From an optimization exercise on the open Yosys and OpenROAD flow, aimed at small area, a short achievable clock period and few clock cycles; shortcuts taken in it are not production practice.
Function was checked by simulation only, so behaviour that the tests miss may differ from the original.
Power is estimated from default activity; no workload was simulated.

**design/flow/design.v**
```verilog
`default_nettype none
package calc_pkg;
	localparam int DATA_W    = 32;
	localparam int CMD_W     = 4;
	localparam int RESP_W    = 2;
	localparam int NUM_PORTS = 4;
	localparam int PORT_ID_W = 2;
	localparam int SHAMT_W   = 5;
	typedef enum logic [CMD_W-1:0] {
		CMD_NOP = 4'd0,
		CMD_ADD = 4'd1,
		CMD_SUB = 4'd2,
		CMD_SHL = 4'd5,
		CMD_SHR = 4'd6
	} cmd_e;
	typedef enum logic [RESP_W-1:0] {
		RESP_NONE    = 2'd0,
		RESP_OK      = 2'd1,
		RESP_OVFL    = 2'd2,	 
		RESP_BAD_CMD = 2'd3
	} resp_e;
	typedef enum logic [1:0] {
		OP_ADD,
		OP_SUB,
		OP_SHL,
		OP_SHR
	} op_kind_e;
	typedef struct packed {
		logic [DATA_W-SHAMT_W-1:0] pad;	 
		logic [SHAMT_W-1:0]        shamt;
	} shift_op_t;
	typedef union packed {
		logic [DATA_W-1:0] word;
		shift_op_t         sh;
	} operand2_u;
endpackage
`default_nettype wire
`timescale 1ns/1ps
`default_nettype none
module port_front (
	input  logic                        c_clk,
	input  logic                        rst_n,
	input  logic [calc_pkg::CMD_W-1:0]  cmd,
	input  logic [calc_pkg::DATA_W-1:0] data,
	output logic [calc_pkg::RESP_W-1:0] resp,
	output logic [calc_pkg::DATA_W-1:0] resp_data
);
	localparam int DATA_W = calc_pkg::DATA_W;
	logic              opc;	 
	logic              k_shl, k_shift, k_bad;	 
	logic [1:0]        rq;	 
	logic [DATA_W-1:0] acc_n;	 
	logic [DATA_W-1:0] acc_n_d;
	logic [DATA_W-1:0] sum;
	logic              cout;
	logic [DATA_W-1:0] shr;
	logic [DATA_W-1:0] xa;	 
	logic [DATA_W-1:0] xs;
	logic              in_shl, fwd_in, rev_in;
	logic [DATA_W-1:0] prep;	 
	assign in_shl = (cmd == calc_pkg::CMD_SHL);
	assign fwd_in = !opc && !in_shl;
	assign rev_in = !opc && in_shl;
	for (genvar i = 0; i < DATA_W; i++) begin : g_prep
		cell_a22o u_p (.a1(data[i]), .a2(fwd_in), .b1(data[DATA_W-1-i]), .b2(rev_in), .y(prep[i]));
	end
	logic sub_d;
	assign sub_d = (cmd == calc_pkg::CMD_SUB);
	for (genvar s = 0; s < DATA_W / 8; s++) begin : g_xa
		xa_slice u_xa (.c_clk, .sub_d, .acc_n(acc_n[8*s +: 8]), .xa(xa[8*s +: 8]));
	end
	for (genvar i = 0; i < DATA_W; i++) begin : g_xs
		cell_xnor2 u_xs (.a(acc_n[i]), .b(data[i]), .y(xs[i]));
	end
	assign sum[0] = xs[0];
	add_sub_unit u_as (.a(xa), .b(data), .xs(xs), .res(sum[DATA_W-1:1]), .cout(cout));
	shift_unit u_sh (.a_n(acc_n), .sh(data[calc_pkg::SHAMT_W-1:0]), .res(shr));
	logic e_sum, e_shr;
	assign e_sum = opc && !k_shift;
	assign e_shr = opc && k_shift;
	for (genvar i = 0; i < DATA_W; i++) begin : g_acc
		cell_a221oi u_d (.a1(sum[i]), .a2(e_sum), .b1(shr[i]), .b2(e_shr), .c1(prep[i]), .y(acc_n_d[i]));
	end
	logic ovfl;
	assign ovfl = !k_shift && cout;
	always_ff @(posedge c_clk or negedge rst_n) begin
		if (!rst_n) begin
			opc   <= 1'b0;
			rq    <= calc_pkg::RESP_NONE;
		end else begin
			opc <= !opc && (cmd != calc_pkg::CMD_NOP);
			if (!opc)
				rq <= calc_pkg::RESP_NONE;
			else if (k_bad)
				rq <= calc_pkg::RESP_BAD_CMD;
			else if (ovfl)
				rq <= calc_pkg::RESP_OVFL;
			else
				rq <= calc_pkg::RESP_OK;
		end
	end
	always_ff @(posedge c_clk) begin
		k_shl   <= (cmd == calc_pkg::CMD_SHL);
		k_shift <= (cmd == calc_pkg::CMD_SHL) || (cmd == calc_pkg::CMD_SHR);
		k_bad   <= (cmd != calc_pkg::CMD_ADD) && (cmd != calc_pkg::CMD_SUB) &&
		           (cmd != calc_pkg::CMD_SHL) && (cmd != calc_pkg::CMD_SHR);
		acc_n   <= acc_n_d;
	end
	logic g_fwd_d, g_rev_d;
	assign g_fwd_d = opc && !k_bad && !ovfl && !k_shl;
	assign g_rev_d = opc && !k_bad && k_shl;
	assign resp = rq;
	for (genvar s = 0; s < DATA_W / 8; s++) begin : g_out
		out_slice u_o (.c_clk, .rst_n, .fwd_d(g_fwd_d), .rev_d(g_rev_d),
			.acc_n(acc_n[8*s +: 8]), .acc_n_rev(acc_n[DATA_W-1-8*s -: 8]), .y(resp_data[8*s +: 8]));
	end
endmodule
module out_slice (
	input  logic       c_clk,
	input  logic       rst_n,
	input  logic       fwd_d,
	input  logic       rev_d,
	input  logic [7:0] acc_n,
	input  logic [0:7] acc_n_rev,
	output logic [7:0] y
);
	logic fwd_n, rev_n;
	always_ff @(posedge c_clk or negedge rst_n) begin
		if (!rst_n) begin
			fwd_n <= 1'b1;
			rev_n <= 1'b1;
		end else begin
			fwd_n <= !fwd_d;
			rev_n <= !rev_d;
		end
	end
	for (genvar i = 0; i < 8; i++) begin : g_bit
		cell_o22ai u_o (.a1(fwd_n), .a2(acc_n[i]), .b1(rev_n), .b2(acc_n_rev[i]), .y(y[i]));
	end
endmodule
module xa_slice (
	input  logic       c_clk,
	input  logic       sub_d,
	input  logic [7:0] acc_n,
	output logic [7:0] xa
);
	logic sub;
	always_ff @(posedge c_clk)
		sub <= sub_d;
	for (genvar i = 0; i < 8; i++) begin : g_bit
		cell_xnor2 u_x (.a(acc_n[i]), .b(sub), .y(xa[i]));
	end
endmodule
`default_nettype wire
`timescale 1ns/1ps
`default_nettype none
module cell_inv (input logic a, output logic y);
	assign y = ~a;
endmodule
module cell_nand2 (input logic a, input logic b, output logic y);
	assign y = ~(a & b);
endmodule
module cell_nor2 (input logic a, input logic b, output logic y);
	assign y = ~(a | b);
endmodule
module cell_nand2b (input logic a_n, input logic b, output logic y);
	assign y = ~(~a_n & b);
endmodule
module cell_xor2 (input logic a, input logic b, output logic y);
	assign y = a ^ b;
endmodule
module cell_xnor2 (input logic a, input logic b, output logic y);
	assign y = ~(a ^ b);
endmodule
module cell_aoi21 (input logic a1, input logic a2, input logic b1, output logic y);
	assign y = ~((a1 & a2) | b1);
endmodule
module cell_oai21 (input logic a1, input logic a2, input logic b1, output logic y);
	assign y = ~((a1 | a2) & b1);
endmodule
module cell_mux2i (input logic a0, input logic a1, input logic s, output logic y);
	assign y = ~(s ? a1 : a0);
endmodule
module cell_a22o (input logic a1, input logic a2, input logic b1, input logic b2, output logic y);
	assign y = (a1 & a2) | (b1 & b2);
endmodule
module cell_a22oi (input logic a1, input logic a2, input logic b1, input logic b2, output logic y);
	assign y = ~((a1 & a2) | (b1 & b2));
endmodule
module cell_a2bb2oi (input logic a1_n, input logic a2_n, input logic b1, input logic b2, output logic y);
	assign y = ~((~a1_n & ~a2_n) | (b1 & b2));
endmodule
module cell_a221oi (input logic a1, input logic a2, input logic b1, input logic b2, input logic c1, output logic y);
	assign y = ~((a1 & a2) | (b1 & b2) | c1);
endmodule
module cell_o22ai (input logic a1, input logic a2, input logic b1, input logic b2, output logic y);
	assign y = ~((a1 | a2) & (b1 | b2));
endmodule
`default_nettype wire
`timescale 1ns/1ps
`default_nettype none
module add_sub_unit (
	input  logic [31:0] a,
	input  logic [31:0] b,
	input  logic [31:0] xs,
	output logic [31:1] res,
	output logic        cout
);
	logic n1;
	cell_nand2 u1 (.a(a[0]), .b(b[0]), .y(n1));
	logic n2;
	cell_nor2 u2 (.a(a[0]), .b(b[0]), .y(n2));
	logic n3;
	cell_nand2 u3 (.a(a[1]), .b(b[1]), .y(n3));
	logic n4;
	cell_nor2 u4 (.a(a[1]), .b(b[1]), .y(n4));
	logic n5;
	cell_nand2 u5 (.a(a[2]), .b(b[2]), .y(n5));
	logic n6;
	cell_nor2 u6 (.a(a[2]), .b(b[2]), .y(n6));
	logic n7;
	cell_nand2 u7 (.a(a[3]), .b(b[3]), .y(n7));
	logic n8;
	cell_nor2 u8 (.a(a[3]), .b(b[3]), .y(n8));
	logic n9;
	cell_nand2 u9 (.a(a[4]), .b(b[4]), .y(n9));
	logic n10;
	cell_nor2 u10 (.a(a[4]), .b(b[4]), .y(n10));
	logic n11;
	cell_nand2 u11 (.a(a[5]), .b(b[5]), .y(n11));
	logic n12;
	cell_nor2 u12 (.a(a[5]), .b(b[5]), .y(n12));
	logic n13;
	cell_nand2 u13 (.a(a[6]), .b(b[6]), .y(n13));
	logic n14;
	cell_nor2 u14 (.a(a[6]), .b(b[6]), .y(n14));
	logic n15;
	cell_nand2 u15 (.a(a[7]), .b(b[7]), .y(n15));
	logic n16;
	cell_nor2 u16 (.a(a[7]), .b(b[7]), .y(n16));
	logic n17;
	cell_nand2 u17 (.a(a[8]), .b(b[8]), .y(n17));
	logic n18;
	cell_nor2 u18 (.a(a[8]), .b(b[8]), .y(n18));
	logic n19;
	cell_nand2 u19 (.a(a[9]), .b(b[9]), .y(n19));
	logic n20;
	cell_nor2 u20 (.a(a[9]), .b(b[9]), .y(n20));
	logic n21;
	cell_nand2 u21 (.a(a[10]), .b(b[10]), .y(n21));
	logic n22;
	cell_nor2 u22 (.a(a[10]), .b(b[10]), .y(n22));
	logic n23;
	cell_nand2 u23 (.a(a[11]), .b(b[11]), .y(n23));
	logic n24;
	cell_nor2 u24 (.a(a[11]), .b(b[11]), .y(n24));
	logic n25;
	cell_nand2 u25 (.a(a[12]), .b(b[12]), .y(n25));
	logic n26;
	cell_nor2 u26 (.a(a[12]), .b(b[12]), .y(n26));
	logic n27;
	cell_nand2 u27 (.a(a[13]), .b(b[13]), .y(n27));
	logic n28;
	cell_nor2 u28 (.a(a[13]), .b(b[13]), .y(n28));
	logic n29;
	cell_nand2 u29 (.a(a[14]), .b(b[14]), .y(n29));
	logic n30;
	cell_nor2 u30 (.a(a[14]), .b(b[14]), .y(n30));
	logic n31;
	cell_nand2 u31 (.a(a[15]), .b(b[15]), .y(n31));
	logic n32;
	cell_nor2 u32 (.a(a[15]), .b(b[15]), .y(n32));
	logic n33;
	cell_nand2 u33 (.a(a[16]), .b(b[16]), .y(n33));
	logic n34;
	cell_nor2 u34 (.a(a[16]), .b(b[16]), .y(n34));
	logic n35;
	cell_nand2 u35 (.a(a[17]), .b(b[17]), .y(n35));
	logic n36;
	cell_nor2 u36 (.a(a[17]), .b(b[17]), .y(n36));
	logic n37;
	cell_nand2 u37 (.a(a[18]), .b(b[18]), .y(n37));
	logic n38;
	cell_nor2 u38 (.a(a[18]), .b(b[18]), .y(n38));
	logic n39;
	cell_nand2 u39 (.a(a[19]), .b(b[19]), .y(n39));
	logic n40;
	cell_nor2 u40 (.a(a[19]), .b(b[19]), .y(n40));
	logic n41;
	cell_nand2 u41 (.a(a[20]), .b(b[20]), .y(n41));
	logic n42;
	cell_nor2 u42 (.a(a[20]), .b(b[20]), .y(n42));
	logic n43;
	cell_nand2 u43 (.a(a[21]), .b(b[21]), .y(n43));
	logic n44;
	cell_nor2 u44 (.a(a[21]), .b(b[21]), .y(n44));
	logic n45;
	cell_nand2 u45 (.a(a[22]), .b(b[22]), .y(n45));
	logic n46;
	cell_nor2 u46 (.a(a[22]), .b(b[22]), .y(n46));
	logic n47;
	cell_nand2 u47 (.a(a[23]), .b(b[23]), .y(n47));
	logic n48;
	cell_nor2 u48 (.a(a[23]), .b(b[23]), .y(n48));
	logic n49;
	cell_nand2 u49 (.a(a[24]), .b(b[24]), .y(n49));
	logic n50;
	cell_nor2 u50 (.a(a[24]), .b(b[24]), .y(n50));
	logic n51;
	cell_nand2 u51 (.a(a[25]), .b(b[25]), .y(n51));
	logic n52;
	cell_nor2 u52 (.a(a[25]), .b(b[25]), .y(n52));
	logic n53;
	cell_nand2 u53 (.a(a[26]), .b(b[26]), .y(n53));
	logic n54;
	cell_nor2 u54 (.a(a[26]), .b(b[26]), .y(n54));
	logic n55;
	cell_nand2 u55 (.a(a[27]), .b(b[27]), .y(n55));
	logic n56;
	cell_nor2 u56 (.a(a[27]), .b(b[27]), .y(n56));
	logic n57;
	cell_nand2 u57 (.a(a[28]), .b(b[28]), .y(n57));
	logic n58;
	cell_nor2 u58 (.a(a[28]), .b(b[28]), .y(n58));
	logic n59;
	cell_nand2 u59 (.a(a[29]), .b(b[29]), .y(n59));
	logic n60;
	cell_nor2 u60 (.a(a[29]), .b(b[29]), .y(n60));
	logic n61;
	cell_nand2 u61 (.a(a[30]), .b(b[30]), .y(n61));
	logic n62;
	cell_nor2 u62 (.a(a[30]), .b(b[30]), .y(n62));
	logic n63;
	cell_nand2 u63 (.a(a[31]), .b(b[31]), .y(n63));
	logic n64;
	cell_nor2 u64 (.a(a[31]), .b(b[31]), .y(n64));
	logic n65;
	cell_oai21 u65 (.a1(n4), .a2(n1), .b1(n3), .y(n65));
	logic n66;
	cell_oai21 u66 (.a1(n8), .a2(n5), .b1(n7), .y(n66));
	logic n67;
	cell_nor2 u67 (.a(n8), .b(n6), .y(n67));
	logic n68;
	cell_oai21 u68 (.a1(n12), .a2(n9), .b1(n11), .y(n68));
	logic n69;
	cell_nor2 u69 (.a(n12), .b(n10), .y(n69));
	logic n70;
	cell_oai21 u70 (.a1(n16), .a2(n13), .b1(n15), .y(n70));
	logic n71;
	cell_nor2 u71 (.a(n16), .b(n14), .y(n71));
	logic n72;
	cell_oai21 u72 (.a1(n20), .a2(n17), .b1(n19), .y(n72));
	logic n73;
	cell_nor2 u73 (.a(n20), .b(n18), .y(n73));
	logic n74;
	cell_oai21 u74 (.a1(n24), .a2(n21), .b1(n23), .y(n74));
	logic n75;
	cell_nor2 u75 (.a(n24), .b(n22), .y(n75));
	logic n76;
	cell_oai21 u76 (.a1(n28), .a2(n25), .b1(n27), .y(n76));
	logic n77;
	cell_nor2 u77 (.a(n28), .b(n26), .y(n77));
	logic n78;
	cell_oai21 u78 (.a1(n32), .a2(n29), .b1(n31), .y(n78));
	logic n79;
	cell_nor2 u79 (.a(n32), .b(n30), .y(n79));
	logic n80;
	cell_oai21 u80 (.a1(n36), .a2(n33), .b1(n35), .y(n80));
	logic n81;
	cell_nor2 u81 (.a(n36), .b(n34), .y(n81));
	logic n82;
	cell_oai21 u82 (.a1(n40), .a2(n37), .b1(n39), .y(n82));
	logic n83;
	cell_nor2 u83 (.a(n40), .b(n38), .y(n83));
	logic n84;
	cell_oai21 u84 (.a1(n44), .a2(n41), .b1(n43), .y(n84));
	logic n85;
	cell_nor2 u85 (.a(n44), .b(n42), .y(n85));
	logic n86;
	cell_oai21 u86 (.a1(n48), .a2(n45), .b1(n47), .y(n86));
	logic n87;
	cell_nor2 u87 (.a(n48), .b(n46), .y(n87));
	logic n88;
	cell_oai21 u88 (.a1(n52), .a2(n49), .b1(n51), .y(n88));
	logic n89;
	cell_nor2 u89 (.a(n52), .b(n50), .y(n89));
	logic n90;
	cell_oai21 u90 (.a1(n56), .a2(n53), .b1(n55), .y(n90));
	logic n91;
	cell_nor2 u91 (.a(n56), .b(n54), .y(n91));
	logic n92;
	cell_oai21 u92 (.a1(n60), .a2(n57), .b1(n59), .y(n92));
	logic n93;
	cell_nor2 u93 (.a(n60), .b(n58), .y(n93));
	logic n94;
	cell_oai21 u94 (.a1(n64), .a2(n61), .b1(n63), .y(n94));
	logic n95;
	cell_nor2 u95 (.a(n64), .b(n62), .y(n95));
	logic n96;
	cell_inv u96 (.a(n5), .y(n96));
	logic n97;
	cell_inv u97 (.a(n6), .y(n97));
	logic n98;
	cell_aoi21 u98 (.a1(n97), .a2(n65), .b1(n96), .y(n98));
	logic n99;
	cell_aoi21 u99 (.a1(n67), .a2(n65), .b1(n66), .y(n99));
	logic n100;
	cell_inv u100 (.a(n13), .y(n100));
	logic n101;
	cell_inv u101 (.a(n14), .y(n101));
	logic n102;
	cell_aoi21 u102 (.a1(n101), .a2(n68), .b1(n100), .y(n102));
	logic n103;
	cell_nand2 u103 (.a(n101), .b(n69), .y(n103));
	logic n104;
	cell_aoi21 u104 (.a1(n71), .a2(n68), .b1(n70), .y(n104));
	logic n105;
	cell_nand2 u105 (.a(n71), .b(n69), .y(n105));
	logic n106;
	cell_inv u106 (.a(n21), .y(n106));
	logic n107;
	cell_inv u107 (.a(n22), .y(n107));
	logic n108;
	cell_aoi21 u108 (.a1(n107), .a2(n72), .b1(n106), .y(n108));
	logic n109;
	cell_nand2 u109 (.a(n107), .b(n73), .y(n109));
	logic n110;
	cell_aoi21 u110 (.a1(n75), .a2(n72), .b1(n74), .y(n110));
	logic n111;
	cell_nand2 u111 (.a(n75), .b(n73), .y(n111));
	logic n112;
	cell_inv u112 (.a(n29), .y(n112));
	logic n113;
	cell_inv u113 (.a(n30), .y(n113));
	logic n114;
	cell_aoi21 u114 (.a1(n113), .a2(n76), .b1(n112), .y(n114));
	logic n115;
	cell_nand2 u115 (.a(n113), .b(n77), .y(n115));
	logic n116;
	cell_aoi21 u116 (.a1(n79), .a2(n76), .b1(n78), .y(n116));
	logic n117;
	cell_nand2 u117 (.a(n79), .b(n77), .y(n117));
	logic n118;
	cell_inv u118 (.a(n37), .y(n118));
	logic n119;
	cell_inv u119 (.a(n38), .y(n119));
	logic n120;
	cell_aoi21 u120 (.a1(n119), .a2(n80), .b1(n118), .y(n120));
	logic n121;
	cell_nand2 u121 (.a(n119), .b(n81), .y(n121));
	logic n122;
	cell_aoi21 u122 (.a1(n83), .a2(n80), .b1(n82), .y(n122));
	logic n123;
	cell_nand2 u123 (.a(n83), .b(n81), .y(n123));
	logic n124;
	cell_inv u124 (.a(n45), .y(n124));
	logic n125;
	cell_inv u125 (.a(n46), .y(n125));
	logic n126;
	cell_aoi21 u126 (.a1(n125), .a2(n84), .b1(n124), .y(n126));
	logic n127;
	cell_nand2 u127 (.a(n125), .b(n85), .y(n127));
	logic n128;
	cell_aoi21 u128 (.a1(n87), .a2(n84), .b1(n86), .y(n128));
	logic n129;
	cell_nand2 u129 (.a(n87), .b(n85), .y(n129));
	logic n130;
	cell_inv u130 (.a(n53), .y(n130));
	logic n131;
	cell_inv u131 (.a(n54), .y(n131));
	logic n132;
	cell_aoi21 u132 (.a1(n131), .a2(n88), .b1(n130), .y(n132));
	logic n133;
	cell_nand2 u133 (.a(n131), .b(n89), .y(n133));
	logic n134;
	cell_aoi21 u134 (.a1(n91), .a2(n88), .b1(n90), .y(n134));
	logic n135;
	cell_nand2 u135 (.a(n91), .b(n89), .y(n135));
	logic n136;
	cell_inv u136 (.a(n61), .y(n136));
	logic n137;
	cell_inv u137 (.a(n62), .y(n137));
	logic n138;
	cell_aoi21 u138 (.a1(n137), .a2(n92), .b1(n136), .y(n138));
	logic n139;
	cell_nand2 u139 (.a(n137), .b(n93), .y(n139));
	logic n140;
	cell_aoi21 u140 (.a1(n95), .a2(n92), .b1(n94), .y(n140));
	logic n141;
	cell_nand2 u141 (.a(n95), .b(n93), .y(n141));
	logic n142;
	cell_oai21 u142 (.a1(n10), .a2(n99), .b1(n9), .y(n142));
	logic n143;
	cell_inv u143 (.a(n68), .y(n143));
	logic n144;
	cell_inv u144 (.a(n69), .y(n144));
	logic n145;
	cell_oai21 u145 (.a1(n144), .a2(n99), .b1(n143), .y(n145));
	logic n146;
	cell_oai21 u146 (.a1(n103), .a2(n99), .b1(n102), .y(n146));
	logic n147;
	cell_oai21 u147 (.a1(n105), .a2(n99), .b1(n104), .y(n147));
	logic n148;
	cell_oai21 u148 (.a1(n26), .a2(n110), .b1(n25), .y(n148));
	logic n149;
	cell_nor2 u149 (.a(n26), .b(n111), .y(n149));
	logic n150;
	cell_inv u150 (.a(n76), .y(n150));
	logic n151;
	cell_inv u151 (.a(n77), .y(n151));
	logic n152;
	cell_oai21 u152 (.a1(n151), .a2(n110), .b1(n150), .y(n152));
	logic n153;
	cell_nor2 u153 (.a(n151), .b(n111), .y(n153));
	logic n154;
	cell_oai21 u154 (.a1(n115), .a2(n110), .b1(n114), .y(n154));
	logic n155;
	cell_nor2 u155 (.a(n115), .b(n111), .y(n155));
	logic n156;
	cell_oai21 u156 (.a1(n117), .a2(n110), .b1(n116), .y(n156));
	logic n157;
	cell_nor2 u157 (.a(n117), .b(n111), .y(n157));
	logic n158;
	cell_oai21 u158 (.a1(n42), .a2(n122), .b1(n41), .y(n158));
	logic n159;
	cell_nor2 u159 (.a(n42), .b(n123), .y(n159));
	logic n160;
	cell_inv u160 (.a(n84), .y(n160));
	logic n161;
	cell_inv u161 (.a(n85), .y(n161));
	logic n162;
	cell_oai21 u162 (.a1(n161), .a2(n122), .b1(n160), .y(n162));
	logic n163;
	cell_nor2 u163 (.a(n161), .b(n123), .y(n163));
	logic n164;
	cell_oai21 u164 (.a1(n127), .a2(n122), .b1(n126), .y(n164));
	logic n165;
	cell_nor2 u165 (.a(n127), .b(n123), .y(n165));
	logic n166;
	cell_oai21 u166 (.a1(n129), .a2(n122), .b1(n128), .y(n166));
	logic n167;
	cell_nor2 u167 (.a(n129), .b(n123), .y(n167));
	logic n168;
	cell_oai21 u168 (.a1(n58), .a2(n134), .b1(n57), .y(n168));
	logic n169;
	cell_nor2 u169 (.a(n58), .b(n135), .y(n169));
	logic n170;
	cell_inv u170 (.a(n92), .y(n170));
	logic n171;
	cell_inv u171 (.a(n93), .y(n171));
	logic n172;
	cell_oai21 u172 (.a1(n171), .a2(n134), .b1(n170), .y(n172));
	logic n173;
	cell_nor2 u173 (.a(n171), .b(n135), .y(n173));
	logic n174;
	cell_oai21 u174 (.a1(n139), .a2(n134), .b1(n138), .y(n174));
	logic n175;
	cell_nor2 u175 (.a(n139), .b(n135), .y(n175));
	logic n176;
	cell_oai21 u176 (.a1(n141), .a2(n134), .b1(n140), .y(n176));
	logic n177;
	cell_nor2 u177 (.a(n141), .b(n135), .y(n177));
	logic n178;
	cell_inv u178 (.a(n17), .y(n178));
	logic n179;
	cell_inv u179 (.a(n18), .y(n179));
	logic n180;
	cell_aoi21 u180 (.a1(n179), .a2(n147), .b1(n178), .y(n180));
	logic n181;
	cell_aoi21 u181 (.a1(n73), .a2(n147), .b1(n72), .y(n181));
	logic n182;
	cell_inv u182 (.a(n108), .y(n182));
	logic n183;
	cell_inv u183 (.a(n109), .y(n183));
	logic n184;
	cell_aoi21 u184 (.a1(n183), .a2(n147), .b1(n182), .y(n184));
	logic n185;
	cell_inv u185 (.a(n110), .y(n185));
	logic n186;
	cell_inv u186 (.a(n111), .y(n186));
	logic n187;
	cell_aoi21 u187 (.a1(n186), .a2(n147), .b1(n185), .y(n187));
	logic n188;
	cell_aoi21 u188 (.a1(n149), .a2(n147), .b1(n148), .y(n188));
	logic n189;
	cell_aoi21 u189 (.a1(n153), .a2(n147), .b1(n152), .y(n189));
	logic n190;
	cell_aoi21 u190 (.a1(n155), .a2(n147), .b1(n154), .y(n190));
	logic n191;
	cell_aoi21 u191 (.a1(n157), .a2(n147), .b1(n156), .y(n191));
	logic n192;
	cell_inv u192 (.a(n49), .y(n192));
	logic n193;
	cell_inv u193 (.a(n50), .y(n193));
	logic n194;
	cell_aoi21 u194 (.a1(n193), .a2(n166), .b1(n192), .y(n194));
	logic n195;
	cell_nand2 u195 (.a(n193), .b(n167), .y(n195));
	logic n196;
	cell_aoi21 u196 (.a1(n89), .a2(n166), .b1(n88), .y(n196));
	logic n197;
	cell_nand2 u197 (.a(n89), .b(n167), .y(n197));
	logic n198;
	cell_inv u198 (.a(n132), .y(n198));
	logic n199;
	cell_inv u199 (.a(n133), .y(n199));
	logic n200;
	cell_aoi21 u200 (.a1(n199), .a2(n166), .b1(n198), .y(n200));
	logic n201;
	cell_nand2 u201 (.a(n199), .b(n167), .y(n201));
	logic n202;
	cell_inv u202 (.a(n134), .y(n202));
	logic n203;
	cell_inv u203 (.a(n135), .y(n203));
	logic n204;
	cell_aoi21 u204 (.a1(n203), .a2(n166), .b1(n202), .y(n204));
	logic n205;
	cell_nand2 u205 (.a(n203), .b(n167), .y(n205));
	logic n206;
	cell_aoi21 u206 (.a1(n169), .a2(n166), .b1(n168), .y(n206));
	logic n207;
	cell_nand2 u207 (.a(n169), .b(n167), .y(n207));
	logic n208;
	cell_aoi21 u208 (.a1(n173), .a2(n166), .b1(n172), .y(n208));
	logic n209;
	cell_nand2 u209 (.a(n173), .b(n167), .y(n209));
	logic n210;
	cell_aoi21 u210 (.a1(n175), .a2(n166), .b1(n174), .y(n210));
	logic n211;
	cell_nand2 u211 (.a(n175), .b(n167), .y(n211));
	logic n212;
	cell_aoi21 u212 (.a1(n177), .a2(n166), .b1(n176), .y(n212));
	logic n213;
	cell_nand2 u213 (.a(n177), .b(n167), .y(n213));
	logic n214;
	cell_oai21 u214 (.a1(n34), .a2(n191), .b1(n33), .y(n214));
	logic n215;
	cell_inv u215 (.a(n80), .y(n215));
	logic n216;
	cell_inv u216 (.a(n81), .y(n216));
	logic n217;
	cell_oai21 u217 (.a1(n216), .a2(n191), .b1(n215), .y(n217));
	logic n218;
	cell_oai21 u218 (.a1(n121), .a2(n191), .b1(n120), .y(n218));
	logic n219;
	cell_oai21 u219 (.a1(n123), .a2(n191), .b1(n122), .y(n219));
	logic n220;
	cell_inv u220 (.a(n158), .y(n220));
	logic n221;
	cell_inv u221 (.a(n159), .y(n221));
	logic n222;
	cell_oai21 u222 (.a1(n221), .a2(n191), .b1(n220), .y(n222));
	logic n223;
	cell_inv u223 (.a(n162), .y(n223));
	logic n224;
	cell_inv u224 (.a(n163), .y(n224));
	logic n225;
	cell_oai21 u225 (.a1(n224), .a2(n191), .b1(n223), .y(n225));
	logic n226;
	cell_inv u226 (.a(n164), .y(n226));
	logic n227;
	cell_inv u227 (.a(n165), .y(n227));
	logic n228;
	cell_oai21 u228 (.a1(n227), .a2(n191), .b1(n226), .y(n228));
	logic n229;
	cell_inv u229 (.a(n166), .y(n229));
	logic n230;
	cell_inv u230 (.a(n167), .y(n230));
	logic n231;
	cell_oai21 u231 (.a1(n230), .a2(n191), .b1(n229), .y(n231));
	logic n232;
	cell_oai21 u232 (.a1(n195), .a2(n191), .b1(n194), .y(n232));
	logic n233;
	cell_oai21 u233 (.a1(n197), .a2(n191), .b1(n196), .y(n233));
	logic n234;
	cell_oai21 u234 (.a1(n201), .a2(n191), .b1(n200), .y(n234));
	logic n235;
	cell_oai21 u235 (.a1(n205), .a2(n191), .b1(n204), .y(n235));
	logic n236;
	cell_oai21 u236 (.a1(n207), .a2(n191), .b1(n206), .y(n236));
	logic n237;
	cell_oai21 u237 (.a1(n209), .a2(n191), .b1(n208), .y(n237));
	logic n238;
	cell_oai21 u238 (.a1(n211), .a2(n191), .b1(n210), .y(n238));
	logic n239;
	cell_oai21 u239 (.a1(n213), .a2(n191), .b1(n212), .y(cout));
	cell_xnor2 u240 (.a(xs[1]), .b(n1), .y(res[1]));
	cell_xor2 u241 (.a(xs[2]), .b(n65), .y(res[2]));
	cell_xnor2 u242 (.a(xs[3]), .b(n98), .y(res[3]));
	cell_xnor2 u243 (.a(xs[4]), .b(n99), .y(res[4]));
	cell_xor2 u244 (.a(xs[5]), .b(n142), .y(res[5]));
	cell_xor2 u245 (.a(xs[6]), .b(n145), .y(res[6]));
	cell_xor2 u246 (.a(xs[7]), .b(n146), .y(res[7]));
	cell_xor2 u247 (.a(xs[8]), .b(n147), .y(res[8]));
	cell_xnor2 u248 (.a(xs[9]), .b(n180), .y(res[9]));
	cell_xnor2 u249 (.a(xs[10]), .b(n181), .y(res[10]));
	cell_xnor2 u250 (.a(xs[11]), .b(n184), .y(res[11]));
	cell_xnor2 u251 (.a(xs[12]), .b(n187), .y(res[12]));
	cell_xnor2 u252 (.a(xs[13]), .b(n188), .y(res[13]));
	cell_xnor2 u253 (.a(xs[14]), .b(n189), .y(res[14]));
	cell_xnor2 u254 (.a(xs[15]), .b(n190), .y(res[15]));
	cell_xnor2 u255 (.a(xs[16]), .b(n191), .y(res[16]));
	cell_xor2 u256 (.a(xs[17]), .b(n214), .y(res[17]));
	cell_xor2 u257 (.a(xs[18]), .b(n217), .y(res[18]));
	cell_xor2 u258 (.a(xs[19]), .b(n218), .y(res[19]));
	cell_xor2 u259 (.a(xs[20]), .b(n219), .y(res[20]));
	cell_xor2 u260 (.a(xs[21]), .b(n222), .y(res[21]));
	cell_xor2 u261 (.a(xs[22]), .b(n225), .y(res[22]));
	cell_xor2 u262 (.a(xs[23]), .b(n228), .y(res[23]));
	cell_xor2 u263 (.a(xs[24]), .b(n231), .y(res[24]));
	cell_xor2 u264 (.a(xs[25]), .b(n232), .y(res[25]));
	cell_xor2 u265 (.a(xs[26]), .b(n233), .y(res[26]));
	cell_xor2 u266 (.a(xs[27]), .b(n234), .y(res[27]));
	cell_xor2 u267 (.a(xs[28]), .b(n235), .y(res[28]));
	cell_xor2 u268 (.a(xs[29]), .b(n236), .y(res[29]));
	cell_xor2 u269 (.a(xs[30]), .b(n237), .y(res[30]));
	cell_xor2 u270 (.a(xs[31]), .b(n238), .y(res[31]));
endmodule
`default_nettype wire
`timescale 1ns/1ps
`default_nettype none
module shift_unit (
	input  logic [31:0] a_n,
	input  logic [4:0]  sh,
	output logic [31:0] res
);
	logic n1;
	cell_mux2i u1 (.a0(a_n[0]), .a1(a_n[1]), .s(sh[0]), .y(n1));
	logic n2;
	cell_mux2i u2 (.a0(a_n[1]), .a1(a_n[2]), .s(sh[0]), .y(n2));
	logic n3;
	cell_mux2i u3 (.a0(a_n[2]), .a1(a_n[3]), .s(sh[0]), .y(n3));
	logic n4;
	cell_mux2i u4 (.a0(a_n[3]), .a1(a_n[4]), .s(sh[0]), .y(n4));
	logic n5;
	cell_mux2i u5 (.a0(a_n[4]), .a1(a_n[5]), .s(sh[0]), .y(n5));
	logic n6;
	cell_mux2i u6 (.a0(a_n[5]), .a1(a_n[6]), .s(sh[0]), .y(n6));
	logic n7;
	cell_mux2i u7 (.a0(a_n[6]), .a1(a_n[7]), .s(sh[0]), .y(n7));
	logic n8;
	cell_mux2i u8 (.a0(a_n[7]), .a1(a_n[8]), .s(sh[0]), .y(n8));
	logic n9;
	cell_mux2i u9 (.a0(a_n[8]), .a1(a_n[9]), .s(sh[0]), .y(n9));
	logic n10;
	cell_mux2i u10 (.a0(a_n[9]), .a1(a_n[10]), .s(sh[0]), .y(n10));
	logic n11;
	cell_mux2i u11 (.a0(a_n[10]), .a1(a_n[11]), .s(sh[0]), .y(n11));
	logic n12;
	cell_mux2i u12 (.a0(a_n[11]), .a1(a_n[12]), .s(sh[0]), .y(n12));
	logic n13;
	cell_mux2i u13 (.a0(a_n[12]), .a1(a_n[13]), .s(sh[0]), .y(n13));
	logic n14;
	cell_mux2i u14 (.a0(a_n[13]), .a1(a_n[14]), .s(sh[0]), .y(n14));
	logic n15;
	cell_mux2i u15 (.a0(a_n[14]), .a1(a_n[15]), .s(sh[0]), .y(n15));
	logic n16;
	cell_mux2i u16 (.a0(a_n[15]), .a1(a_n[16]), .s(sh[0]), .y(n16));
	logic n17;
	cell_mux2i u17 (.a0(a_n[16]), .a1(a_n[17]), .s(sh[0]), .y(n17));
	logic n18;
	cell_mux2i u18 (.a0(a_n[17]), .a1(a_n[18]), .s(sh[0]), .y(n18));
	logic n19;
	cell_mux2i u19 (.a0(a_n[18]), .a1(a_n[19]), .s(sh[0]), .y(n19));
	logic n20;
	cell_mux2i u20 (.a0(a_n[19]), .a1(a_n[20]), .s(sh[0]), .y(n20));
	logic n21;
	cell_mux2i u21 (.a0(a_n[20]), .a1(a_n[21]), .s(sh[0]), .y(n21));
	logic n22;
	cell_mux2i u22 (.a0(a_n[21]), .a1(a_n[22]), .s(sh[0]), .y(n22));
	logic n23;
	cell_mux2i u23 (.a0(a_n[22]), .a1(a_n[23]), .s(sh[0]), .y(n23));
	logic n24;
	cell_mux2i u24 (.a0(a_n[23]), .a1(a_n[24]), .s(sh[0]), .y(n24));
	logic n25;
	cell_mux2i u25 (.a0(a_n[24]), .a1(a_n[25]), .s(sh[0]), .y(n25));
	logic n26;
	cell_mux2i u26 (.a0(a_n[25]), .a1(a_n[26]), .s(sh[0]), .y(n26));
	logic n27;
	cell_mux2i u27 (.a0(a_n[26]), .a1(a_n[27]), .s(sh[0]), .y(n27));
	logic n28;
	cell_mux2i u28 (.a0(a_n[27]), .a1(a_n[28]), .s(sh[0]), .y(n28));
	logic n29;
	cell_mux2i u29 (.a0(a_n[28]), .a1(a_n[29]), .s(sh[0]), .y(n29));
	logic n30;
	cell_mux2i u30 (.a0(a_n[29]), .a1(a_n[30]), .s(sh[0]), .y(n30));
	logic n31;
	cell_mux2i u31 (.a0(a_n[30]), .a1(a_n[31]), .s(sh[0]), .y(n31));
	logic n32;
	cell_nor2 u32 (.a(sh[0]), .b(a_n[31]), .y(n32));
	logic n33;
	cell_mux2i u33 (.a0(n1), .a1(n3), .s(sh[1]), .y(n33));
	logic n34;
	cell_mux2i u34 (.a0(n2), .a1(n4), .s(sh[1]), .y(n34));
	logic n35;
	cell_mux2i u35 (.a0(n3), .a1(n5), .s(sh[1]), .y(n35));
	logic n36;
	cell_mux2i u36 (.a0(n4), .a1(n6), .s(sh[1]), .y(n36));
	logic n37;
	cell_mux2i u37 (.a0(n5), .a1(n7), .s(sh[1]), .y(n37));
	logic n38;
	cell_mux2i u38 (.a0(n6), .a1(n8), .s(sh[1]), .y(n38));
	logic n39;
	cell_mux2i u39 (.a0(n7), .a1(n9), .s(sh[1]), .y(n39));
	logic n40;
	cell_mux2i u40 (.a0(n8), .a1(n10), .s(sh[1]), .y(n40));
	logic n41;
	cell_mux2i u41 (.a0(n9), .a1(n11), .s(sh[1]), .y(n41));
	logic n42;
	cell_mux2i u42 (.a0(n10), .a1(n12), .s(sh[1]), .y(n42));
	logic n43;
	cell_mux2i u43 (.a0(n11), .a1(n13), .s(sh[1]), .y(n43));
	logic n44;
	cell_mux2i u44 (.a0(n12), .a1(n14), .s(sh[1]), .y(n44));
	logic n45;
	cell_mux2i u45 (.a0(n13), .a1(n15), .s(sh[1]), .y(n45));
	logic n46;
	cell_mux2i u46 (.a0(n14), .a1(n16), .s(sh[1]), .y(n46));
	logic n47;
	cell_mux2i u47 (.a0(n15), .a1(n17), .s(sh[1]), .y(n47));
	logic n48;
	cell_mux2i u48 (.a0(n16), .a1(n18), .s(sh[1]), .y(n48));
	logic n49;
	cell_mux2i u49 (.a0(n17), .a1(n19), .s(sh[1]), .y(n49));
	logic n50;
	cell_mux2i u50 (.a0(n18), .a1(n20), .s(sh[1]), .y(n50));
	logic n51;
	cell_mux2i u51 (.a0(n19), .a1(n21), .s(sh[1]), .y(n51));
	logic n52;
	cell_mux2i u52 (.a0(n20), .a1(n22), .s(sh[1]), .y(n52));
	logic n53;
	cell_mux2i u53 (.a0(n21), .a1(n23), .s(sh[1]), .y(n53));
	logic n54;
	cell_mux2i u54 (.a0(n22), .a1(n24), .s(sh[1]), .y(n54));
	logic n55;
	cell_mux2i u55 (.a0(n23), .a1(n25), .s(sh[1]), .y(n55));
	logic n56;
	cell_mux2i u56 (.a0(n24), .a1(n26), .s(sh[1]), .y(n56));
	logic n57;
	cell_mux2i u57 (.a0(n25), .a1(n27), .s(sh[1]), .y(n57));
	logic n58;
	cell_mux2i u58 (.a0(n26), .a1(n28), .s(sh[1]), .y(n58));
	logic n59;
	cell_mux2i u59 (.a0(n27), .a1(n29), .s(sh[1]), .y(n59));
	logic n60;
	cell_mux2i u60 (.a0(n28), .a1(n30), .s(sh[1]), .y(n60));
	logic n61;
	cell_mux2i u61 (.a0(n29), .a1(n31), .s(sh[1]), .y(n61));
	logic n62;
	cell_mux2i u62 (.a0(n30), .a1(n32), .s(sh[1]), .y(n62));
	logic n63;
	cell_nand2b u63 (.a_n(sh[1]), .b(n31), .y(n63));
	logic n64;
	cell_nand2b u64 (.a_n(sh[1]), .b(n32), .y(n64));
	logic n65;
	cell_mux2i u65 (.a0(n33), .a1(n37), .s(sh[2]), .y(n65));
	logic n66;
	cell_mux2i u66 (.a0(n34), .a1(n38), .s(sh[2]), .y(n66));
	logic n67;
	cell_mux2i u67 (.a0(n35), .a1(n39), .s(sh[2]), .y(n67));
	logic n68;
	cell_mux2i u68 (.a0(n36), .a1(n40), .s(sh[2]), .y(n68));
	logic n69;
	cell_mux2i u69 (.a0(n37), .a1(n41), .s(sh[2]), .y(n69));
	logic n70;
	cell_mux2i u70 (.a0(n38), .a1(n42), .s(sh[2]), .y(n70));
	logic n71;
	cell_mux2i u71 (.a0(n39), .a1(n43), .s(sh[2]), .y(n71));
	logic n72;
	cell_mux2i u72 (.a0(n40), .a1(n44), .s(sh[2]), .y(n72));
	logic n73;
	cell_mux2i u73 (.a0(n41), .a1(n45), .s(sh[2]), .y(n73));
	logic n74;
	cell_mux2i u74 (.a0(n42), .a1(n46), .s(sh[2]), .y(n74));
	logic n75;
	cell_mux2i u75 (.a0(n43), .a1(n47), .s(sh[2]), .y(n75));
	logic n76;
	cell_mux2i u76 (.a0(n44), .a1(n48), .s(sh[2]), .y(n76));
	logic n77;
	cell_mux2i u77 (.a0(n45), .a1(n49), .s(sh[2]), .y(n77));
	logic n78;
	cell_mux2i u78 (.a0(n46), .a1(n50), .s(sh[2]), .y(n78));
	logic n79;
	cell_mux2i u79 (.a0(n47), .a1(n51), .s(sh[2]), .y(n79));
	logic n80;
	cell_mux2i u80 (.a0(n48), .a1(n52), .s(sh[2]), .y(n80));
	logic n81;
	cell_mux2i u81 (.a0(n49), .a1(n53), .s(sh[2]), .y(n81));
	logic n82;
	cell_mux2i u82 (.a0(n50), .a1(n54), .s(sh[2]), .y(n82));
	logic n83;
	cell_mux2i u83 (.a0(n51), .a1(n55), .s(sh[2]), .y(n83));
	logic n84;
	cell_mux2i u84 (.a0(n52), .a1(n56), .s(sh[2]), .y(n84));
	logic n85;
	cell_mux2i u85 (.a0(n53), .a1(n57), .s(sh[2]), .y(n85));
	logic n86;
	cell_mux2i u86 (.a0(n54), .a1(n58), .s(sh[2]), .y(n86));
	logic n87;
	cell_mux2i u87 (.a0(n55), .a1(n59), .s(sh[2]), .y(n87));
	logic n88;
	cell_mux2i u88 (.a0(n56), .a1(n60), .s(sh[2]), .y(n88));
	logic n89;
	cell_mux2i u89 (.a0(n57), .a1(n61), .s(sh[2]), .y(n89));
	logic n90;
	cell_mux2i u90 (.a0(n58), .a1(n62), .s(sh[2]), .y(n90));
	logic n91;
	cell_mux2i u91 (.a0(n59), .a1(n63), .s(sh[2]), .y(n91));
	logic n92;
	cell_mux2i u92 (.a0(n60), .a1(n64), .s(sh[2]), .y(n92));
	logic n93;
	cell_nor2 u93 (.a(sh[2]), .b(n61), .y(n93));
	logic n94;
	cell_nor2 u94 (.a(sh[2]), .b(n62), .y(n94));
	logic n95;
	cell_nor2 u95 (.a(sh[2]), .b(n63), .y(n95));
	logic n96;
	cell_nor2 u96 (.a(sh[2]), .b(n64), .y(n96));
	logic n97;
	cell_mux2i u97 (.a0(n65), .a1(n73), .s(sh[3]), .y(n97));
	logic n98;
	cell_mux2i u98 (.a0(n66), .a1(n74), .s(sh[3]), .y(n98));
	logic n99;
	cell_mux2i u99 (.a0(n67), .a1(n75), .s(sh[3]), .y(n99));
	logic n100;
	cell_mux2i u100 (.a0(n68), .a1(n76), .s(sh[3]), .y(n100));
	logic n101;
	cell_mux2i u101 (.a0(n69), .a1(n77), .s(sh[3]), .y(n101));
	logic n102;
	cell_mux2i u102 (.a0(n70), .a1(n78), .s(sh[3]), .y(n102));
	logic n103;
	cell_mux2i u103 (.a0(n71), .a1(n79), .s(sh[3]), .y(n103));
	logic n104;
	cell_mux2i u104 (.a0(n72), .a1(n80), .s(sh[3]), .y(n104));
	logic n105;
	cell_mux2i u105 (.a0(n73), .a1(n81), .s(sh[3]), .y(n105));
	logic n106;
	cell_mux2i u106 (.a0(n74), .a1(n82), .s(sh[3]), .y(n106));
	logic n107;
	cell_mux2i u107 (.a0(n75), .a1(n83), .s(sh[3]), .y(n107));
	logic n108;
	cell_mux2i u108 (.a0(n76), .a1(n84), .s(sh[3]), .y(n108));
	logic n109;
	cell_mux2i u109 (.a0(n77), .a1(n85), .s(sh[3]), .y(n109));
	logic n110;
	cell_mux2i u110 (.a0(n78), .a1(n86), .s(sh[3]), .y(n110));
	logic n111;
	cell_mux2i u111 (.a0(n79), .a1(n87), .s(sh[3]), .y(n111));
	logic n112;
	cell_mux2i u112 (.a0(n80), .a1(n88), .s(sh[3]), .y(n112));
	logic n113;
	cell_mux2i u113 (.a0(n81), .a1(n89), .s(sh[3]), .y(n113));
	logic n114;
	cell_mux2i u114 (.a0(n82), .a1(n90), .s(sh[3]), .y(n114));
	logic n115;
	cell_mux2i u115 (.a0(n83), .a1(n91), .s(sh[3]), .y(n115));
	logic n116;
	cell_mux2i u116 (.a0(n84), .a1(n92), .s(sh[3]), .y(n116));
	logic n117;
	cell_mux2i u117 (.a0(n85), .a1(n93), .s(sh[3]), .y(n117));
	logic n118;
	cell_mux2i u118 (.a0(n86), .a1(n94), .s(sh[3]), .y(n118));
	logic n119;
	cell_mux2i u119 (.a0(n87), .a1(n95), .s(sh[3]), .y(n119));
	logic n120;
	cell_mux2i u120 (.a0(n88), .a1(n96), .s(sh[3]), .y(n120));
	logic n121;
	cell_nand2b u121 (.a_n(sh[3]), .b(n89), .y(n121));
	logic n122;
	cell_nand2b u122 (.a_n(sh[3]), .b(n90), .y(n122));
	logic n123;
	cell_nand2b u123 (.a_n(sh[3]), .b(n91), .y(n123));
	logic n124;
	cell_nand2b u124 (.a_n(sh[3]), .b(n92), .y(n124));
	logic n125;
	cell_nand2b u125 (.a_n(sh[3]), .b(n93), .y(n125));
	logic n126;
	cell_nand2b u126 (.a_n(sh[3]), .b(n94), .y(n126));
	logic n127;
	cell_nand2b u127 (.a_n(sh[3]), .b(n95), .y(n127));
	logic n128;
	cell_nand2b u128 (.a_n(sh[3]), .b(n96), .y(n128));
	cell_mux2i u129 (.a0(n97), .a1(n113), .s(sh[4]), .y(res[0]));
	cell_mux2i u130 (.a0(n98), .a1(n114), .s(sh[4]), .y(res[1]));
	cell_mux2i u131 (.a0(n99), .a1(n115), .s(sh[4]), .y(res[2]));
	cell_mux2i u132 (.a0(n100), .a1(n116), .s(sh[4]), .y(res[3]));
	cell_mux2i u133 (.a0(n101), .a1(n117), .s(sh[4]), .y(res[4]));
	cell_mux2i u134 (.a0(n102), .a1(n118), .s(sh[4]), .y(res[5]));
	cell_mux2i u135 (.a0(n103), .a1(n119), .s(sh[4]), .y(res[6]));
	cell_mux2i u136 (.a0(n104), .a1(n120), .s(sh[4]), .y(res[7]));
	cell_mux2i u137 (.a0(n105), .a1(n121), .s(sh[4]), .y(res[8]));
	cell_mux2i u138 (.a0(n106), .a1(n122), .s(sh[4]), .y(res[9]));
	cell_mux2i u139 (.a0(n107), .a1(n123), .s(sh[4]), .y(res[10]));
	cell_mux2i u140 (.a0(n108), .a1(n124), .s(sh[4]), .y(res[11]));
	cell_mux2i u141 (.a0(n109), .a1(n125), .s(sh[4]), .y(res[12]));
	cell_mux2i u142 (.a0(n110), .a1(n126), .s(sh[4]), .y(res[13]));
	cell_mux2i u143 (.a0(n111), .a1(n127), .s(sh[4]), .y(res[14]));
	cell_mux2i u144 (.a0(n112), .a1(n128), .s(sh[4]), .y(res[15]));
	cell_nor2 u145 (.a(sh[4]), .b(n113), .y(res[16]));
	cell_nor2 u146 (.a(sh[4]), .b(n114), .y(res[17]));
	cell_nor2 u147 (.a(sh[4]), .b(n115), .y(res[18]));
	cell_nor2 u148 (.a(sh[4]), .b(n116), .y(res[19]));
	cell_nor2 u149 (.a(sh[4]), .b(n117), .y(res[20]));
	cell_nor2 u150 (.a(sh[4]), .b(n118), .y(res[21]));
	cell_nor2 u151 (.a(sh[4]), .b(n119), .y(res[22]));
	cell_nor2 u152 (.a(sh[4]), .b(n120), .y(res[23]));
	cell_nor2 u153 (.a(sh[4]), .b(n121), .y(res[24]));
	cell_nor2 u154 (.a(sh[4]), .b(n122), .y(res[25]));
	cell_nor2 u155 (.a(sh[4]), .b(n123), .y(res[26]));
	cell_nor2 u156 (.a(sh[4]), .b(n124), .y(res[27]));
	cell_nor2 u157 (.a(sh[4]), .b(n125), .y(res[28]));
	cell_nor2 u158 (.a(sh[4]), .b(n126), .y(res[29]));
	cell_nor2 u159 (.a(sh[4]), .b(n127), .y(res[30]));
	cell_nor2 u160 (.a(sh[4]), .b(n128), .y(res[31]));
endmodule
`default_nettype wire
`timescale 1ns/1ps
`default_nettype none
module calc_top (
	input  logic                        c_clk,
	input  logic                        rst_n,
	input  logic [calc_pkg::CMD_W-1:0]  req1_cmd,
	input  logic [calc_pkg::DATA_W-1:0] req1_data,
	input  logic [calc_pkg::CMD_W-1:0]  req2_cmd,
	input  logic [calc_pkg::DATA_W-1:0] req2_data,
	input  logic [calc_pkg::CMD_W-1:0]  req3_cmd,
	input  logic [calc_pkg::DATA_W-1:0] req3_data,
	input  logic [calc_pkg::CMD_W-1:0]  req4_cmd,
	input  logic [calc_pkg::DATA_W-1:0] req4_data,
	output logic [calc_pkg::RESP_W-1:0] resp1,
	output logic [calc_pkg::DATA_W-1:0] data1,
	output logic [calc_pkg::RESP_W-1:0] resp2,
	output logic [calc_pkg::DATA_W-1:0] data2,
	output logic [calc_pkg::RESP_W-1:0] resp3,
	output logic [calc_pkg::DATA_W-1:0] data3,
	output logic [calc_pkg::RESP_W-1:0] resp4,
	output logic [calc_pkg::DATA_W-1:0] data4
);
	port_front u_p1 (.c_clk, .rst_n, .cmd(req1_cmd), .data(req1_data), .resp(resp1), .resp_data(data1));
	port_front u_p2 (.c_clk, .rst_n, .cmd(req2_cmd), .data(req2_data), .resp(resp2), .resp_data(data2));
	port_front u_p3 (.c_clk, .rst_n, .cmd(req3_cmd), .data(req3_data), .resp(resp3), .resp_data(data3));
	port_front u_p4 (.c_clk, .rst_n, .cmd(req4_cmd), .data(req4_data), .resp(resp4), .resp_data(data4));
endmodule
`default_nettype wire
```
**design/flow/flow/run.sh**
```bash
#!/bin/bash
# The standard layout with two changes to how it is made:
# - the ports are buffered by buf_1 instead of the default clkdlybuf4s50_1
#   delay cell (every port still gets its own buffer);
# - before floorplanning, combinational cells that synthesis sized up are set
#   back to their smallest size (flow/downsize.tcl); the resizer sizes up
#   again where timing needs it.
set -e
cp standard.sh standard.sh.log
{
	echo "export BUFFER_PORTS_ARGS = -buffer_cell sky130_fd_sc_hd__buf_1"
	echo "export PRE_FLOORPLAN_TCL = $(pwd)/flow/downsize.tcl"
} >> config.mk
export BUFFER_PORTS_ARGS="-buffer_cell sky130_fd_sc_hd__buf_1"
export PRE_FLOORPLAN_TCL="$(pwd)/flow/downsize.tcl"
bash standard.sh > standard.log 2>&1
```
**design/flow/standard.sh**
```bash
#!/bin/bash
# synth_recipe.tcl (not shown) runs the flow's synth.tcl, then flattens the netlist and writes it again
# the make line also repeats each setting of config.mk as NAME=value (left out here)
make -C /OpenROAD-flow-scripts/flow DESIGN_CONFIG=/design/flow/config.mk WORK_HOME=/design/flow/orfs CLKGATE_MAP_FILE= SYNTH_SCRIPT=/design/flow/synth_recipe.tcl "${@:-finish}"
```
**design/flow/constraint.sdc**
```tcl
create_clock -name core_clock -period 4.4 [get_ports {c_clk}]
set_input_delay 0.8800 -clock core_clock [delete_from_list [all_inputs] [get_ports {c_clk}]]
set_output_delay 0.8800 -clock core_clock [all_outputs]
set_load 0.01 [all_outputs]
```
**design/flow/config.mk**
```make
export PLATFORM = sky130hd
export DESIGN_NAME = calc_top
export DESIGN_NICKNAME = calc_top
export VERILOG_FILES = /design/flow/design.v
export SDC_FILE = /design/flow/constraint.sdc
export NUM_CORES = 4
export LEC_CHECK = 0
export CAP_MARGIN = 20
export CORE_MARGIN = 2
export CORE_UTILIZATION = 40
export SETUP_SLACK_MARGIN = 2.2
export SLEW_MARGIN = 20
export SYNTH_HIERARCHICAL = 1
export TNS_END_PERCENT = 0
export BUFFER_PORTS_ARGS = -buffer_cell sky130_fd_sc_hd__buf_1
export PRE_FLOORPLAN_TCL = /design/flow/flow/downsize.tcl
```
**design/flow/flow/downsize.tcl**
```tcl
# Before floorplanning: set every combinational cell that synthesis sized up
# back to the smallest cell of its kind. The resizer sizes up again where
# timing needs it. Flip-flops, buffers and tie cells are left as they are.
set db [ord::get_db]
set lib_masters {}
foreach lib [$db getLibs] {
  foreach m [$lib getMasters] {
    dict set lib_masters [$m getName] $m
  }
}
set n 0
foreach inst [[ord::get_db_block] getInsts] {
  set name [[$inst getMaster] getName]
  if { ![regexp {^(sky130_fd_sc_hd__)([a-z0-9]+)_([0-9]+)$} $name -> pre base size] } { continue }
  if { [regexp {^(df|edf|sdf|dl|buf|clkbuf|clkdly|dlygate|conb|tap|fill|decap|inv|clkinv)} $base] } { continue }
  set best ""
  set best_area 1e9
  foreach s {0 1 2 4} {
    set cand "${pre}${base}_$s"
    if { [dict exists $lib_masters $cand] } {
      set m [dict get $lib_masters $cand]
      set a [expr {[$m getWidth] * [$m getHeight]}]
      if { $a < $best_area } { set best $cand; set best_area $a }
    }
  }
  if { $best ne "" && $best ne $name } {
    replace_cell [$inst getName] $best
    incr n
  }
}
puts "downsize: $n cells set to their smallest size"
```
==> impl_results.md, run 1 <==
- Final wirelength: about 79000 µm
- TritonCTS buffer count: 17
- Critical Path End Type: flop
- CTS max path bufs: 2
- Antenna diode count: 0
- Critical Path AT: 2.84 ns
- Share of cells above drive strength 1: between 10% and 20%
- Final min period: ~2.5 ns
- Root Buffer: clkbuf_16
- Max Clock Freq: around 410 MHz
- Die area: between 0.05 and 0.06 mm²
- Clock latency (worst-skew pair): between 0.4 and 0.5 ns
- Wire length per cell: 21.2 µm
- First-pass GRT wire length: around 120000 µm
- IO Pins: ~280
- DR vias/cell: 6.07
- Hpwl dp: between 50000 and 60000 µm
- Status: finished clean
- Worst-path fanout max: 11
- Rows: between 80 and 90
- DRT antenna net count: 0
- Tightest Pin Transition: about 1 ns
- Max-slew violation count: 0
- CTS H-tree lvls: 4
- Vias in the first global route: 21279
- DRT Pass-1 Iters: 6
- Worst setup SP type: flop
- Post-Syn Nets: between 2000 and 3000
- Port Buffers: ~280
- Detailed-route DRC error count: 0
- Commonest non-fill, non-tap cell in the layout: mux2i_1
- Worst Path Required: 4.78 ns
- Clk_skew: approximately 0.023 ns
- Global placer's final weighted congestion: between 0.9 and 1
- Final core utilization: between 40% and 50%
- Normalized max-slew margin: 34.1%
- Hold Path Class: input pin to async pin
- Post-CTS Hold Fix Bufs: 0
- Die height: 233 µm
- Critical path class: flop to flop
- Grt total ovfl: 0
- Cell Pwr Density: just under 700 mW/mm²
- Chip Width: approximately 230 µm
- Ys Warns: 9
- Clk slew on worst S/H paths: around 0.08 ns
- Core ar.: 0.0515 mm²
- Fin Setup TNS: 0 ns
- Nets@finish: around 3200
- Leading cell types in the layout, fill and taps excluded: mux2i_1 (510), nor2_1 (295), xnor2_1 (293)
- Pin count of the biggest net entering global routing: 40
- Final period util: between 50% and 60%
- Initial Util: between 40% and 50%
- Via count: 22575
- Max-cap violations: 0
- Leak: 10.5 nW
- Final-layout fill cell count: ~5100
- Initial antenna violation count: 5
- Maximum vdd drop: around 360 µV
- Hold Vio Cnt, Final: 0
- Initial drt markers: between 2000 and 2500
- Cells after synthesis: between 2000 and 3000
- Unrepaired setup endpoints after global routing: true
- Final setup fails: 0
- GRT Overall Usage: about 28%
- TritonCTS clock tree: done
- Sink Count: 200
metal layers:
metal  global-route usage, %  vias up  part of all wire, %
li1                        -    10430                    -
met1                    36.7    10954                   43
met4                    12.6        8                  3.5
met5                       0        -                0.061
met2                    45.3     1007                   46
met3                    4.17      176                  7.3
layout make-up:
cell class / instances / area [µm²] / share of cell area, %
clock buffers: 21 / 460 / 1.83
flip-flops and latches: 200 / 4420 / 17.6
repair buffers: 345 / 1720 / 6.82
clock inverters: 11 / 216 / 0.861
multi-input cells: 2242 / 16700 / 66.3
inverters: 220 / 826 / 3.28
well taps: 680 / 851 / 3.38
through the flow:
stage	hold slack (ns)	total power [mW]	setup WS, ns	cells	area (µm²)
after floorplan	0.476	10.9	1.98	2656	21200
after global routing	0.194	18.1	1.93	3719	25100
after global placement	0.493	13.4	1.12	3653	23400
final	0.218	17.0	1.94	3719	25100
after CTS	0.165	16.2	2.02	3701	24600
after detailed placement	0.498	13.7	1.01	3653	23400
power breakdown:
part           switching, mW  internal (mW)  total, mW
Sequential              1.78           2.61       4.39
Clock                  0.783           1.10       1.88
Combinational           6.08           4.65       10.7
Total                   8.64           8.36       17.0
final timing paths:
| check | cells after the start | endpoint | slack (ns) | from |
|---|---|---|---|---|
| worst min register to register | 2 | u_p3.g_out[3].u_o.fwd_n | 0.52 | u_p3.k_shl |
| max in group asynchronous | 2 | u_p3.rq[1] | 3.34 | rst_n |
| worst max-delay path | 10 | u_p4.acc_n[22] | 1.94 | u_p4.g_xa[0].u_xa.sub |
| min in group core_clock | 2 | u_p3.g_out[3].u_o.fwd_n | 0.52 | u_p3.k_shl |
| worst min-delay path | 1 | u_p4.opc | 0.22 | rst_n |
| worst max register to register | 10 | u_p4.acc_n[22] | 1.94 | u_p4.g_xa[0].u_xa.sub |
flip-flops by register name, summed over array words and instances (netlist names), 4 cells and up:
register              count
u_p1.acc_n               32
u_p2.acc_n               32
u_p3.acc_n               32
u_p4.acc_n               32
u_p1.g_out.u_o.fwd_n      4
u_p1.g_out.u_o.rev_n      4
u_p1.g_xa.u_xa.sub        4
u_p2.g_out.u_o.fwd_n      4
u_p2.g_out.u_o.rev_n      4
u_p2.g_xa.u_xa.sub        4
u_p3.g_out.u_o.fwd_n      4
u_p3.g_out.u_o.rev_n      4
u_p3.g_xa.u_xa.sub        4
u_p4.g_out.u_o.fwd_n      4
u_p4.g_out.u_o.rev_n      4
u_p4.g_xa.u_xa.sub        4
what timing repair did:
action,in CTS,in global routing
endpoints found under the setup margin,278,280
gates resized for setup,105,164
cloned,2,4
buffers inserted,14,14
pin swaps,10,31
worst max-delay path, stage by stage, from the launching register on:
cell and delay [ns]:
dfxtp_4 0.43, xnor2_1 0.27, nand2_1 0.17, o21ai_4 0.21
a21oi_4 0.11, o21ai_4 0.23, a21oi_4 0.13, buf_12 0.15
o21ai_0 0.24, xor2_1 0.11, a221oi_1 0.29
Testbench counts, summed over its fixed seeds: cycles 2,408.
==> run 2: changes to the inputs <==
--- a/design/flow/design.v
+++ b/design/flow/design.v
@@ -124,16 +124,18 @@
 	input  logic [0:7] acc_n_rev,
 	output logic [7:0] y
 );
-	logic fwd_n, rev_n;
+	logic fwd, rev, fwd_n, rev_n;
 	always_ff @(posedge c_clk or negedge rst_n) begin
 		if (!rst_n) begin
-			fwd_n <= 1'b1;
-			rev_n <= 1'b1;
+			fwd <= 1'b0;
+			rev <= 1'b0;
 		end else begin
-			fwd_n <= !fwd_d;
-			rev_n <= !rev_d;
+			fwd <= fwd_d;
+			rev <= rev_d;
 		end
 	end
+	cell_inv u_fn (.a(fwd), .y(fwd_n));
+	cell_inv u_rn (.a(rev), .y(rev_n));
 	for (genvar i = 0; i < 8; i++) begin : g_bit
 		cell_o22ai u_o (.a1(fwd_n), .a2(acc_n[i]), .b1(rev_n), .b2(acc_n_rev[i]), .y(y[i]));
 	end
==> run 2 against run 1 <==
- via count is 1.3% lower
- largest power group unchanged
- die area down 0.18%
- largest cell class unchanged
- sequential share of layout area up 0.076 points
- register-to-register slack gained 0.06 ns
- flip-flop and latch count did not move
- combinational power down 4%
- clock power shrank 8%
- highest routed layer unchanged
- still clean
==> impl_results.md, run 2 <==
- Port Buffers: 281 (unchanged)
- R2R depth: 9 (-1)
- Final period util: 56.1% (+0.20 points)
- Tightest Pin Transition: 1.14 ns (+0.155 ns)
- Post-CTS Hold Fix Bufs: 0 (unchanged)
- DRT Pass-1 Iters: 8 (+2)
- Crit-path cells: inv_1 > o22ai_1 > buf_1
- DR vias/cell: 6.01 (-1.0%)
- CP peak stage delay: 0.36 ns (-0.07 ns)
- Max Clock Freq: 405 MHz (-0.36%)
- Unrepaired setup endpoints after global routing: true
- Core ar.: 0.0515 mm² (unchanged)
- Maximum vdd drop: 449 µV (+26%)
- Initial drt markers: 2020 (-9.9%)
- Initial Util: 40.6% (-0.078 points)
- TritonCTS clock tree: done
- CTS max path bufs: 2 (unchanged)
- Die height: 233 µm (about the same)
- Worst setup SP type: flop
- Final min period: 2.47 ns (+0.00889 ns)
- Normalized max-slew margin: 23.7% (-10 points)
- CTS H-tree lvls: 4 (unchanged)
- WP buf/inv: 2 (+1)
- Final wirelength: 77000 µm (-2.3%)
- Worst-path fanout max: 8 (-3)
- Status: finished clean
- Grt total ovfl: 0 (unchanged)
- Nets@finish: 3160 (-0.38%)
- Initial antenna violation count: 10 (+5)
- GRT Overall Usage: 27.1% (-0.88 points)
- Leading cell types in the layout, fill and taps excluded: mux2i_1 (516), nor2_1 (309), xnor2_1 (299)
- CP top delay family: buffers and inverters
- Leak: 10.4 nW (-0.91%)
- Die area: 0.0541 mm² (-0.18%)
- Max-cap violations: 0 (unchanged)
- Rows: 83 (unchanged)
- Via count: 22280 (-1.3%)
- Placed Instances: 3654 (+0.027%)
- Register area: 0.00433 mm² (-1.9%)
- Vias in the first global route: 20697 (-2.7%)
- Wire length per cell: 20.8 µm (-2.0%)
- Clk slew on worst S/H paths: 0.08 ns (about the same)
- End of the worst register-to-register path: u_p1.acc_n[27]
- Critical Path End Type: output pin
- Final critical-path setup slack: 1.93 ns (-0.00889 ns)
- Fin Setup TNS: 0 ns (unchanged)
- Ys Warns: 9 (unchanged)
- Sink Count: 200 (unchanged)
- Hold Path Class: input pin to async pin
- Root Buffer: clkbuf_16
- Chip Width: 233 µm (about the same)
- Pin count of the biggest net entering global routing: 45 (+13%)
- Global placer's final weighted congestion: 0.952 (-3.0%)
- Worst Path Required: 3.52 ns (-1.26 ns)
- Share of cells above drive strength 1: 8.52% (-4.0 points)
- IO Pins: 282 (unchanged)
- Detailed-route DRC error count: 0 (unchanged)
- DRT antenna net count: 0 (unchanged)
- Fin cells: 3708 (-0.30%)
- Multi-input logic area: 0.0164 mm² (-1.8%)
- Clock latency (worst-skew pair): 0.52 ns (+0.03 ns)
- Slowest CP cell: dfrtp_1
- Reg2reg setup slack: 2.00 ns (+0.06 ns)
- Hold Vio Cnt, Final: 0 (unchanged)
- Clk_skew: 0.0152 ns (-0.00729 ns)
- Cells after synthesis: 2656 (unchanged)
- Pre-CTS setup slack: 1.03 ns (+0.0241 ns)
- Cell depth of the worst setup path: 3 (-7)
- Final setup fails: 0 (unchanged)
- Critical Path AT: 1.59 ns (-1.25 ns)
- TritonCTS buffer count: 17 (unchanged)
- Commonest non-fill, non-tap cell in the layout: mux2i_1
- Critical path class: flop to output pin
- RR Startpoint: u_p1.acc_n[22]
- Post-Syn Nets: 2802 (unchanged)
- Max-slew violation count: 0 (unchanged)
- First-pass GRT wire length: 115000 µm (-3.5%)
- Final-layout fill cell count: 5183 (+1.9%)
- Cell Pwr Density: 661 mW/mm² (-2.2%)
- Hpwl dp: 56300 µm (-1.4%)
## run 2: metrics by stage
step | hold WS (ns) | total power, mW | instance area (µm²) | utilization [%]
global placement | 0.431 | 13.3 | 23300 | 45.3
detailed placement | 0.436 | 13.6 | 23300 | 45.3
global route | 0.499 | 17.3 | 24600 | 47.7
CTS | 0.447 | 15.7 | 24200 | 47.0
finish | 0.465 | 16.2 | 24600 | 47.7
floorplan | 0.418 | 10.8 | 21100 | -
## run 2: worst reg2reg max path: stages, from the launching register on
cell and delay, ns:
dfxtp_1 0.57, xnor2_1 0.20, nor2_1 0.09, nor2_1 0.22, nand2_1 0.27, nor2_4 0.27, nand2_1 0.09, o21ai_0 0.22
xor2_1 0.11, a221oi_1 0.28
## run 2: layout make-up
type	count	share of cell area, %
clock buffer	19	1.80
antenna	1	0.0102
sequential	200	17.6
timing repair buffer	337	6.44
clock inverter	13	0.642
tap	680	3.46
multi-input combinational	2238	66.6
inverter	220	3.38
## run 2: how the worst max path moves through the flow
| stage | from | end | slack (ns) |
|---|---|---|---|
| 2_1_floorplan | req1_data[1] | u_p1.acc_n[20] | 1.97 |
| 3_3_place_gp | req1_data[1] | u_p1.acc_n[25] | 1.17 |
| 3_5_place_dp | req1_data[1] | u_p1.g_out[2].u_o.fwd | 1.03 |
| 4_1_cts | u_p3.g_out[0].u_o.fwd | data3[0] | 1.93 |
| 5_1_grt | u_p4.g_xa[2].u_xa.sub | u_p4.g_out[0].u_o.fwd | 1.89 |
| 6_report | u_p3.g_out[0].u_o.rev | data3[0] | 1.93 |
## run 2: power by group
group / total [mW] / internal, mW / switching, mW
logic: 10.3 / 4.44 / 5.88
clock network: 1.73 / 0.870 / 0.862
registers: 4.18 / 2.56 / 1.63
total: 16.2 / 7.87 / 8.37
## run 2: layer usage
layer | vias up | global-route usage (%) | share of wire, %
met5 | - | 0 | 0.13
met4 | 16 | 12.9 | 4.2
met3 | 191 | 5.31 | 6.8
met2 | 915 | 43.0 | 46
met1 | 10769 | 35.2 | 43
li1 | 10389 | - | -
## run 2: what timing repair did
item,in CTS,in global routing
setup endpoints to repair,279,280
setup buffers,13,6
gates resized for setup,53,116
cloned,0,2
pin swaps,7,11
Testbench counts of run 2, summed over its fixed seeds: cycles 2,408.

==> port drivers added, routing unchanged <==
Ports are ideal in the flow. The routed layouts listed here were re-timed in OpenROAD.
Step 1 (the two cells are an assumption about what drives the block):
set clk [get_ports {c_clk}]
set_driving_cell -lib_cell sky130_fd_sc_hd__clkbuf_16 $clk
set_driving_cell -lib_cell sky130_fd_sc_hd__buf_2 [delete_from_list [all_inputs] $clk]
Step 2 moves the port delays by t, midway between the first and last clock arrival at a register: inputs arrive t later, outputs are due t later. That takes back most of the time a late clock gives input paths.
a / b / c = ideal / step 1 / step 2; a / b = the first two.
| run | t (ns) | setup slack, ns | latest minus earliest clock arrival (ns) | worst register clock-pin slew, ns | pins driven straight from the clock port |
|---|---|---|---|---|---|
| run 1 | 0.536 | 1.942 / 1.942 / 1.488 | 0.027 / 0.028 | 0.08 / 0.08 | 1 |
| run 2 | 0.567 | 1.933 / 1.875 / 1.421 | 0.020 / 0.021 | 0.09 / 0.09 | 1 |
After both steps every run listed still meets setup and hold. The setup slack of run 2, which loses most, moves by -0.058 ns with the drivers and by -0.512 ns with both steps.
